This is an optimization exercise on Yosys and OpenROAD, whose aim is small area, a short achievable clock period and few clock cycles, not a production implementation. Only simulation tests tie the RTL to the original design; equivalence was not proved. No activity file was given, so power comes from the tool's default toggle rates.

== run 1 ==
==> flow/design.v <==
package pix_pkg;
	localparam int PIXEL_BITS = 8;
	localparam int LANES      = 4;                   
	typedef logic [PIXEL_BITS-1:0]       pixel_t;
	typedef logic [LANES*PIXEL_BITS-1:0] beat_t;    
	localparam int LINE_BEATS   = 4;                 
	localparam int STORED_LINES = 4;                 
	typedef logic [1:0] col_t;                       
	typedef logic [2:0] row_cnt_t;                   
endpackage
package filt_pkg;
	typedef logic [1:0] rot_t;
	typedef logic [7:0] coeff_t;
	localparam coeff_t H_EDGE   = 8'd6;
	localparam coeff_t H_NEAR   = 8'd58;
	localparam coeff_t H_CENTER = 8'd128;
	typedef logic [15:0] prod_t;                     
	typedef logic [17:0] sum_t;                      
	localparam sum_t ROUND_BIAS  = 18'd128;
	localparam int   ROUND_SHIFT = 8;
endpackage
`timescale 1ns/1ps
module y_filter_top
(
	input  logic  clock,
	input  logic  reset,
	input  logic  in_valid,
	output logic  in_ready,
	input  pix_pkg::beat_t in_data,
	input  logic  in_first,
	output logic  out_valid,
	input  logic  out_ready,
	output pix_pkg::beat_t out_data
);
	localparam int LANES = pix_pkg::LANES;
	localparam int PB    = pix_pkg::PIXEL_BITS;
	localparam int LB    = pix_pkg::LINE_BEATS;
	localparam int DEPTH = LB * pix_pkg::STORED_LINES - 2;    
	logic           adv;                                 
	logic           accept;
	pix_pkg::beat_t sr [DEPTH];                          
	logic [9:0]     g2 [LANES];                          
	logic [9:0]     u2 [LANES];                          
	logic [14:0]    p [LANES];                           
	pix_pkg::col_t  col;
	logic [2:0]     row;
	pix_pkg::beat_t res;
	assign adv      = !out_valid || out_ready;
	assign in_ready = adv;
	assign accept   = adv && in_valid;
	pix_pkg::col_t eff_col;
	logic [2:0]    eff_row;
	assign eff_col = in_first ? pix_pkg::col_t'(0) : col;
	assign eff_row = in_first ? 3'd0 : row;
	always_ff @(posedge clock) begin
		if (reset) begin
			col <= '0;
			row <= '0;
		end else if (accept) begin
			col <= eff_col + pix_pkg::col_t'(1);
			if (eff_col == pix_pkg::col_t'(LB - 1) && !eff_row[2]) begin
				row <= eff_row + 3'd1;
			end else begin
				row <= eff_row;
			end
		end
	end
	function automatic logic [29:0] csa(input logic [14:0] a, input logic [14:0] b, input logic [14:0] c);
		csa = {(a & b) | (a & c) | (b & c), a ^ b ^ c};
	endfunction
	function automatic logic [14:0] add15(input logic [14:0] a, input logic [14:0] b);
		logic [14:0] g;
		logic [14:0] p;
		logic [14:0] gg;
		logic [14:0] pp;
		g  = a & b;
		p  = a ^ b;
		gg = g;
		pp = p;
		for (int lv = 0; lv < 4; lv++) begin
			for (int i = 0; i < 15; i++) begin
				if ((i >> lv) & 1) begin
					int j;
					j = ((i >> lv) << lv) - 1;
					gg[i] = gg[i] | (pp[i] & gg[j]);
					pp[i] = pp[i] & pp[j];
				end
			end
		end
		add15 = p ^ {gg[13:0], 1'b0};
	endfunction
	function automatic logic [14:0] cpa1(input logic [29:0] cs);
		cpa1 = add15(cs[14:0], {cs[28:15], 1'b1});
	endfunction
	always_ff @(posedge clock) begin
		if (accept) begin
			sr[0] <= in_data;
			for (int k = 1; k < DEPTH; k++) begin
				sr[k] <= sr[k-1];
			end
			for (int l = 0; l < LANES; l++) begin
				logic [14:0] t;
				logic [14:0] gx;
				t      = cpa1(csa(15'(sr[13][l*PB +: PB]), ~(15'(sr[9][l*PB +: PB])), ~(15'(sr[1][l*PB +: PB]))));
				g2[l] <= t[9:0];
				t      = cpa1(csa(15'(sr[9][l*PB +: PB]), 15'(sr[1][l*PB +: PB]), {6'd0, sr[5][l*PB +: PB], 1'b1}));
				u2[l] <= t[9:0];
				gx     = {{5{g2[l][9]}}, g2[l]};
				p[l]  <= cpa1(csa({gx[13:0], 1'b1}, gx, {u2[l], 5'd0}));
			end
		end
	end
	always_comb begin
		for (int l = 0; l < LANES; l++) begin
			logic [14:0] acc;
			acc = cpa1(csa(p[l], {6'd0, in_data[l*PB +: PB], 1'b0}, {7'd0, in_data[l*PB +: PB]}));
			res[l*PB +: PB] = acc[14:7];
		end
	end
	always_ff @(posedge clock) begin
		if (reset) begin
			out_valid <= 1'b0;
		end else if (adv) begin
			out_valid <= in_valid && eff_row[2];         
		end
	end
	always_ff @(posedge clock) begin
		if (adv) begin
			out_data <= res;
		end
	end
endmodule
clock: 5.5 ns
lec_check: 0
abc_area: 1
cap_margin: 20
core_margin: 2
core_utilization: 70
cts_buf_list: sky130_fd_sc_hd__clkbuf_8
setup_slack_margin: 2.9
slew_margin: 20
run.sh (not shown) runs the stock make flow with config.mk's settings and CLKGATE_MAP_FILE= SYNTH_SCRIPT=/design/flow/synth_recipe.tcl, a recipe that flattens the netlist after the stock synthesis.
Testbench counts of run 1, summed over its fixed seeds: cycles 3,080.
The inputs of run 2 differ from those of run 1 as listed below.
==> flow/flow/run.sh (new file) <==
#!/bin/bash
# The standard layout, except that clock tree synthesis adds no dummy loads
# (same clustering and buffer as config.mk asks for). The make output goes to
# standard_make.log here; each ORFS step also keeps its own log under orfs/logs.
set -euo pipefail
export CTS_ARGS="-sink_clustering_enable -repair_clock_nets -dont_use_dummy_load -sink_clustering_size 18 -sink_clustering_max_diameter 50 -buf_list sky130_fd_sc_hd__clkbuf_8"
bash standard.sh finish > standard_make.log 2>&1
==> flow/standard.sh (new file) <==
#!/bin/bash
# synth_recipe.tcl (not shown) runs the flow's synth.tcl, then flattens the netlist and writes it again
# the make line also repeats each setting of config.mk as NAME=value (left out here)
make -C /OpenROAD-flow-scripts/flow DESIGN_CONFIG=/design/flow/config.mk WORK_HOME=/design/flow/orfs CLKGATE_MAP_FILE= SYNTH_SCRIPT=/design/flow/synth_recipe.tcl "${@:-finish}"
-- flow/config.mk --
<<< run 1, line 11
export CORE_UTILIZATION = 70
>>> run 2, line 11
export CORE_UTILIZATION = 55
<<< run 1, line 13
>>> run 2, line 13
export CTS_CLUSTER_DIAMETER = 50
export CTS_CLUSTER_SIZE = 18
removed: flow/run.sh
==> comparison <==
Comparing run 1 and run 2, synthesis-to-layout area growth is lower on run 2.
Taking run 1 as the reference, in run 2 summed area of non-filler cells in the final layout shrank by 0.0011 sq mm; total number of clock tree sinks held.
[inputs] run 3 vs run 2
==> flow/run.sh (new file) <==
#!/bin/bash
# synth_recipe.tcl (not shown) runs the flow's synth.tcl, then flattens the netlist and writes it again
# the make line also repeats each setting of config.mk as NAME=value (left out here)
make -C /OpenROAD-flow-scripts/flow DESIGN_CONFIG=/design/flow/config.mk WORK_HOME=/design/flow/orfs CLKGATE_MAP_FILE= SYNTH_SCRIPT=/design/flow/synth_recipe.tcl finish
-- flow/config.mk --
<<< run 2, line 13
export CTS_CLUSTER_DIAMETER = 50
export CTS_CLUSTER_SIZE = 18
export SETUP_SLACK_MARGIN = 2.9
>>> run 3, line 13
export SETUP_SLACK_MARGIN = 3.2
removed: flow/flow/run.sh
removed: flow/standard.sh
[summary]
- Measured against run 3, the non-clock buffer count of run 2 comes out at 0.63 times the reference value.
- From run 2 to run 3 the numbers moved as follows: clock period minus final worst setup slack down 0.041 ns; slew of the pin with the lowest slew margin flat; leakage component of the power up 8.7%.
- Both conditions hold for run 3: the flow ran to the end and the final layout passed the timing, DRC and antenna checks.
- Of run 3 and run 2, run 3 shows the higher final instance count without filler cells, with run 2 below it.
- Run 3 vs run 2 — count of clock-buffer cells in the layout climbed by more than half
- The worst hold slack of run 3 was superior to that of run 2.
- Synthesized area: run 3 vs run 2 identical
- Flip-flop and latch share of the layout cell area came out lower on run 3 than on run 2.
- Mean routed wirelength per cell: run 3 vs run 2, no meaningful difference
- On number of synthesized register bits, run 3 and run 2 are neck and neck.
What run 4 does differently from run 3 at the input level:
-- flow/config.mk --
<<< run 3, line 13
export SETUP_SLACK_MARGIN = 3.2
>>> run 4, line 13
export SETUP_SLACK_MARGIN = 2.9
Notes after the runs:
Run 4 vs. run 3: number of cells in the finished layout apart from fillers saw a decrease; power shrank by 7.4%.
On overall global routing resource usage: run 4 sits below run 3.
Total number of nets in the final design in run 4 vs run 3: down 79
Here is what was changed in the inputs of run 5 compared with run 4.
-- flow/config.mk --
<<< run 4, line 8
export ABC_AREA = 1
>>> run 5, line 8
<<< run 4, line 11
export CORE_UTILIZATION = 55
>>> run 5, line 10
export CORE_UTILIZATION = 40
==> notes.md <==
In run 5, the share of cells above drive strength 1 came out 9.7 points above the value in run 4. Run 4 → run 5: finished layout cell area increased 930 sq um; met3 capacity usage during global routing went down by 0.88 points; parity-gate share of the synthesized area counting xor and xnor cells went up 1.4 points. In run 5 relative to run 4, number of buffers added for setup after CTS had gone up by more than 100%. In run 5 relative to run 4, non-clock buffer count had gone up by more than half.

---

RTL: the design.v shown in full above, as it stands there.
make LEC_CHECK=0 ABC_AREA=1 CAP_MARGIN=20 CORE_MARGIN=2 CORE_UTILIZATION=55 CTS_BUF_LIST=sky130_fd_sc_hd__clkbuf_8 CTS_CLUSTER_DIAMETER=50 CTS_CLUSTER_SIZE=18 SETUP_SLACK_MARGIN=2.9 SLEW_MARGIN=20 finish   # period 5.5 ns
Stock flow here: none of the scripts above is used.
Testbench counts at the start, summed over its fixed seeds: cycles 3,080.
Edit:
CORE_UTILIZATION = 40   (was 55)
CTS_CLUSTER_DIAMETER = not set   (was 50)
CTS_CLUSTER_SIZE = not set   (was 18)
Effect:
- core utilization shrinks by 16 points
- wire length grows by 6.8%
- fmax shrinks by 2.1%
- die area grows by 37%
- global-route usage shrinks by 4.1 points
- sequential power grows by about 0.8%
- via count grows by about 1.7%
- count of clock-buffer cells in the layout grows by 45

---

== nickel ==
y_filter_top, a different RTL version from the one above (not shown whole).
Size: ~2100 cells after synthesis, ~71 I/O pins.
Settings: LEC_CHECK=0, ABC_AREA=1, CAP_MARGIN=20, CORE_MARGIN=2, CORE_UTILIZATION=55, PLACE_DENSITY=0.8, SETUP_SLACK_MARGIN=3.0, SLEW_MARGIN=20; clock period 5.5 ns.
standard.sh (not shown) runs the stock make flow with config.mk's settings and CLKGATE_MAP_FILE= SYNTH_SCRIPT=/design/flow/synth_recipe.tcl, a recipe that flattens the netlist after the stock synthesis.
==> flow/flow/run.sh <==
#!/bin/bash
# The standard layout (standard.sh: its synthesis, floorplan, power grid,
# placement, routing), with three changes to how the layout is made:
#  - the ports are buffered with buf_2 instead of the default delay buffer,
#  - the resizer may swap a cell for one of another footprint,
#  - clock tree synthesis uses clkbuf_4, clusters of at most 10 sinks within
#    40 um, and adds no dummy loads.
# The make output goes to standard_make.log here; each ORFS step also keeps its
# own log under orfs/logs.
set -euo pipefail
export BUFFER_PORTS_ARGS="-buffer_cell sky130_fd_sc_hd__buf_2"
export CTS_ARGS="-sink_clustering_enable -repair_clock_nets -dont_use_dummy_load -sink_clustering_size 10 -sink_clustering_max_diameter 40 -buf_list sky130_fd_sc_hd__clkbuf_4"
bash standard.sh MATCH_CELL_FOOTPRINT=0 finish > standard_make.log 2>&1
Testbench counts of nickel, summed over its fixed seeds: cycles 3,080.
Input-level comparison between zinc and nickel:
- PLACE_DENSITY removed (was 0.8)
- GPL_ROUTABILITY_DRIVEN newly set to 0
Notes after the runs:
Looking at zinc and nickel, the total number of sequential cells is a wash. Internal power summed over all cells, zinc and nickel: larger value in zinc. Looking at the reports, zinc completed the entire flow and the layout it produced met the timing, DRC and antenna checks. nickel completed end to end with timing, DRC and antenna clean. Between zinc and nickel, the via count of the first global-routing pass is lower for zinc. Number of antenna violations at the first check in global routing for zinc: 2 down relative to nickel. Design area: zinc vs nickel, no meaningful difference.
Changes in ember relative to zinc:
- GPL_ROUTABILITY_DRIVEN no longer set, was 0
diff --git a/flow/flow/run.sh b/flow/flow/run.sh
--- a/flow/flow/run.sh
+++ b/flow/flow/run.sh
@@ -11,3 +11,3 @@
 export BUFFER_PORTS_ARGS="-buffer_cell sky130_fd_sc_hd__buf_2"
-export CTS_ARGS="-sink_clustering_enable -repair_clock_nets -dont_use_dummy_load -sink_clustering_size 10 -sink_clustering_max_diameter 40 -buf_list sky130_fd_sc_hd__clkbuf_4"
+export CTS_ARGS="-sink_clustering_enable -repair_clock_nets -dont_use_dummy_load -sink_clustering_size 10 -sink_clustering_max_diameter 40 -root_buf sky130_fd_sc_hd__clkbuf_16 -buf_list {sky130_fd_sc_hd__clkbuf_4 sky130_fd_sc_hd__clkbuf_16} -sink_clustering_buffer sky130_fd_sc_hd__clkbuf_4"
 bash standard.sh MATCH_CELL_FOOTPRINT=0 finish > standard_make.log 2>&1
Findings:
A class of the most critical setup path of input pin to register is what ember shows, while register to output pin belongs to zinc.
Lower total power was reported by zinc, not ember.
Beginning of the critical path = in_data[22]: ember; beginning of the critical path = out_data[1]: zinc
Looking at relative slew slack, ember sits 1.1 points higher than zinc does.
Taking zinc as the reference, in ember final wirelength rose about 1.8%; number of global-route vias before repair rose 53.
diff inputs: ember => fjord
diff --git a/flow/flow/run.sh b/flow/flow/run.sh
--- a/flow/flow/run.sh
+++ b/flow/flow/run.sh
@@ -11,3 +11,3 @@
 export BUFFER_PORTS_ARGS="-buffer_cell sky130_fd_sc_hd__buf_2"
-export CTS_ARGS="-sink_clustering_enable -repair_clock_nets -dont_use_dummy_load -sink_clustering_size 10 -sink_clustering_max_diameter 40 -root_buf sky130_fd_sc_hd__clkbuf_16 -buf_list {sky130_fd_sc_hd__clkbuf_4 sky130_fd_sc_hd__clkbuf_16} -sink_clustering_buffer sky130_fd_sc_hd__clkbuf_4"
+export CTS_ARGS="-sink_clustering_enable -repair_clock_nets -dont_use_dummy_load -sink_clustering_size 10 -sink_clustering_max_diameter 40 -buf_list sky130_fd_sc_hd__clkbuf_4"
 bash standard.sh MATCH_CELL_FOOTPRINT=0 finish > standard_make.log 2>&1
## What came out
Comparing ember with fjord, the cell count came out essentially unchanged.
Summary of fjord over ember: final period demand of the worst path went up by 0.015 ns; number of antenna violations at the first check in global routing grew by 2; total power draw decreased by about 3.4% relative to the old numbers; worst setup slack shows a reduction of 0.015 ns; global-route wire length before repair shrank by 0.91%.
fjord vs ember: global-route usage down
fjord reports a lower maximum clock rate than ember does.
Combinational logic power, fjord and ember: smaller value in fjord
Slowest stage cell on the critical path: fa_1 -> ember, edfxtp_1 -> fjord

-- re-timing with driven ports --
Ports are ideal in the flow. The routed layouts listed here were re-timed in OpenROAD. Step 1 (the two cells are an assumption about what drives the block):
set clk [get_ports {clock}]
set_driving_cell -lib_cell sky130_fd_sc_hd__clkbuf_16 $clk
set_driving_cell -lib_cell sky130_fd_sc_hd__buf_2 [delete_from_list [all_inputs] $clk]
Step 2, shift: input delay + t, output delay - t, t = (earliest + latest rising clock arrival at the registers) / 2. This alone moves slack from input paths to output paths. a / b / c = ideal ports / drivers / drivers and shift; a / b = the first two.
run	t, ns	setup WS [ns]	worst setup path at the end	slew at the worst register clock pin (ns)	pins driven straight from the clock port
run 1	0.701	2.838 / 2.863 / 2.162	input to register	0.07 / 0.07	1
run 2	0.720	2.832 / 2.865 / 2.146	input to register	0.11 / 0.11	1
run 3	0.718	2.872 / 2.890 / 2.172	input to register	0.07 / 0.07	1
run 4	0.715	2.861 / 2.888 / 2.173	input to register	0.07 / 0.07	1
run 5	0.728	2.459 / 2.459 / 2.022	input to register	0.07 / 0.07	1
the first run of note 2	0.738	2.827 / 2.803 / 2.177	input to register	0.11 / 0.11	1
the second run of note 2	0.724	2.771 / 2.746 / 2.148	input to register	0.07 / 0.07	1
nickel	0.832	2.962 / 2.909 / 2.271	input to register	0.11 / 0.11	1
zinc	0.858	3.008 / 2.958 / 2.332	input to register	0.11 / 0.11	1
ember	0.617	3.023 / 3.019 / 2.429	input to register	0.11 / 0.11	1
fjord	0.858	3.008 / 2.958 / 2.332	input to register	0.11 / 0.11	1
After both steps setup and hold are still met in every run listed. The setup slack of run 3, which loses most, moves by +0.018 ns with the drivers and by -0.700 ns with both steps.
